This design comes from an exercise in tuning for small area, a short achievable clock period and few clock cycles per item on the open sky130 flow, not from production work.
Function was checked by simulation only, so behaviour that the tests miss may differ from the original.

== job 101 ==
// stick_deadzone_conditioner_top
module stick_deadzone_conditioner_top (
  input  logic        clk_i,
  input  logic        rst_ni,
  input  logic        start_i,
  output logic        busy_o,
  input  logic [15:0] raw_x_i,
  input  logic [15:0] raw_y_i,
  output logic        done_o,
  output logic [15:0] out_x_o,
  output logic [15:0] out_y_o,
  input  logic        cfg_we_i,
  input  logic [1:0]  cfg_idx_i,
  input  logic [14:0] cfg_wdata_i
);
Size: ~12000 cells after synthesis, ~3200 flip-flops, ~87 I/O pins, ~0.13 mm2 of cells after synthesis.
==> flow/config.mk <==
export PLATFORM = sky130hd
export DESIGN_NAME = stick_deadzone_conditioner_top
export DESIGN_NICKNAME = stick_deadzone_conditioner_top
export VERILOG_FILES = /design/flow/design.v
export SDC_FILE = /design/flow/constraint.sdc
export NUM_CORES = 4
export LEC_CHECK = 0
export CAP_MARGIN = 20
export CORE_MARGIN = 2
export CORE_UTILIZATION = 45
export CTS_CLUSTER_DIAMETER = 100
export CTS_CLUSTER_SIZE = 24
export PLACE_DENSITY = 0.6
export SLEW_MARGIN = 20
==> flow/constraint.sdc <==
create_clock -name core_clock -period 10.0 [get_ports {clk_i}]
set_input_delay 2.0000 -clock core_clock [delete_from_list [all_inputs] [get_ports {clk_i}]]
set_output_delay 2.0000 -clock core_clock [all_outputs]
set_load 0.01 [all_outputs]
run.sh (not shown) runs the stock make flow with config.mk's settings and CLKGATE_MAP_FILE= SYNTH_SCRIPT=/design/flow/synth_recipe.tcl, a recipe that flattens the netlist after the stock synthesis.
No crash in job 101: every stage finished, but the layout fails its final checks due to antenna rules.
Testbench counts of job 101, summed over its fixed seeds: cycles 17,336, items 16,384.
What job 102 does differently from job 101 at the input level:
diff --git a/flow/design.v b/flow/design.v
--- a/flow/design.v
+++ b/flow/design.v
@@ -10487,16 +10487,16 @@
   logic        is2;
   logic [14:0] zeff;
   logic [15:0] dd_q;
   logic [14:0] zeff_q, deff_q;
   assign is2     = (mode_q == 2'd2);
   assign zeff    = (is2 || (mode_q == 2'd1)) ? zone_q : 15'd0;
-  assign deff_q = (dd_q[15] || (dd_q == 16'd0)) ? 15'd1 : dd_q[14:0];
   always_ff @(posedge clk_i) begin
     zeff_q <= zeff;
     dd_q   <= {1'b0, scale_q} - {1'b0, zeff};
+    deff_q <= (dd_q[15] || (dd_q == 16'd0)) ? 15'd1 : dd_q[14:0];
   end
   logic        we1_q, we2_q;
   logic [3:0]  r_sh;
   logic [30:0] r_q;
   always_ff @(posedge clk_i or negedge rst_ni) begin
     if (!rst_ni) begin
Notes after the runs:
Job 102 completed end to end with timing, DRC and antenna clean.
The lower number of clock sinks of job 101 and job 102 is in job 101.
Cell area after layout delta (job 102 -> job 101): insignificant
Re share of the clock period used by the worst path after layout: job 101 was lower than job 102.
As far as DRC violation count after routing goes, job 102 and job 101 are indistinguishable; the numbers are identical.
In the flow results for job 101 and job 102, the clock period minus worst slack is larger on job 102.
Post-route worst setup slack, job 101 and job 102: higher on job 101
Lower global-route usage was reported by job 102, not job 101.
Summary of the comparison: number of diodes added for antenna fixing is lower in job 102, relative to job 101.
Routed length per instance in job 102 vs job 101: down about 2.8%
For layout cell share with drive strength beyond 1, job 101 and job 102 come out practically identical.
Between job 101 and job 102, the area enclosed by the die boundary does not differ in any meaningful way.
For number of placed instances, taps included, job 102 and job 101 come out practically identical.
Testbench counts of job 102, summed over its fixed seeds: cycles 17,336, items 16,384.

--- another note on this design; it stands on its own ---

Design stick_deadzone_conditioner_top, start of the top module:
module stick_deadzone_conditioner_top (
  input  logic        clk_i,
  input  logic        rst_ni,
  input  logic        start_i,
  output logic        busy_o,
  input  logic [15:0] raw_x_i,
  input  logic [15:0] raw_y_i,
  output logic        done_o,
  output logic [15:0] out_x_o,
  output logic [15:0] out_y_o,
  input  logic        cfg_we_i,
  input  logic [1:0]  cfg_idx_i,
  input  logic [14:0] cfg_wdata_i
);
Size: roughly 3,200 flip-flops, about 87 I/O pins.
make LEC_CHECK=0 CAP_MARGIN=20 CORE_MARGIN=2 CORE_UTILIZATION=45 CTS_CLUSTER_DIAMETER=100 CTS_CLUSTER_SIZE=24 PLACE_DENSITY=0.6 SLEW_MARGIN=50 finish   # period 10.0 ns
run.sh (not shown) runs the stock make flow with config.mk's settings and CLKGATE_MAP_FILE= SYNTH_SCRIPT=/design/flow/synth_recipe.tcl, a recipe that flattens the netlist after the stock synthesis.
Testbench counts at the start, summed over its fixed seeds: cycles 17,336, items 16,384.
==> next run, changes <==
--- a/flow/config.mk
+++ b/flow/config.mk
@@ -14 +14 @@
-export SLEW_MARGIN = 50
+export SLEW_MARGIN = 70
Result:
- worst setup slack degrades by 0.039 ns
- design area climbs slightly
- worst hold slack gets worse by 0.020 ns
- global-route usage hardly moves
- final cell count increases slightly
- core utilization climbs by 0.53 points
- routed wire length barely changes
- critical path depth falls by 10

alpha:
Starting RTL as in the previous note.
clock: 10.0 ns
lec_check: 0
cap_margin: 50
core_margin: 2
core_utilization: 45
cts_cluster_diameter: 100
cts_cluster_size: 24
place_density: 0.6
slew_margin: 85
Testbench counts of alpha, summed over its fixed seeds: cycles 17,336, items 16,384.
Inputs modified between alpha and beta:
Settings: swapping 50 for 20 in CAP_MARGIN; swapping 85 for 78 in SLEW_MARGIN.
Results
The lower global routing met2 resource utilization came out of beta.
In the tables for alpha and beta, worst-case reg-to-reg path depth reads lower with beta.
The count of clock-net buffers in the final layout number comes out higher for alpha vs beta.
Relative to alpha, the maximum number of pins on one net before global-route repair measured on beta has increased by more than a quarter.
Diff alpha -> beta: area fraction in and, or, nand and nor cells after synthesis was more or less identical; global-route usage went down by 0.82 points.

-- separate check: timing with driven ports --
The flow's constraints put no driver on any port. The routed layouts listed below were extracted and timed again, unchanged, in two steps.
Step 1 sets driving cells, clkbuf_16 on the clock port and buf_2 on the other inputs (assumed; they add their load-dependent delay and slew).
Step 2 also shifts input and output timing later by t, the mid clock arrival at the registers, as if the neighbouring blocks saw the same clock.
Three values: ideal ports, drivers, drivers and shift; two values: the first two.
| run | t, ns | setup WS [ns] | worst register clock-pin slew, ns | worst data-port slew with drivers (ns) | cell pins on the clock port's net |
|---|---|---|---|---|---|
| job 101 | 0.956 | 5.981 / 5.974 / 5.981 | 0.10 / 0.10 | 0.06 | 1 |
| job 102 | 0.950 | 5.941 / 5.941 / 5.941 | 0.10 / 0.10 | 0.09 | 1 |
| the first run of note 2 | 0.952 | 6.133 / 6.044 / 6.133 | 0.10 / 0.10 | 0.07 | 1 |
| the second run of note 2 | 0.957 | 6.095 / 5.990 / 6.229 | 0.10 / 0.10 | 0.07 | 1 |
| alpha | 0.950 | 0.436 / 0.436 / 0.436 | 0.10 / 0.10 | 0.06 | 1 |
| beta | 0.951 | 6.113 / 6.010 / 6.140 | 0.10 / 0.10 | 0.06 | 1 |
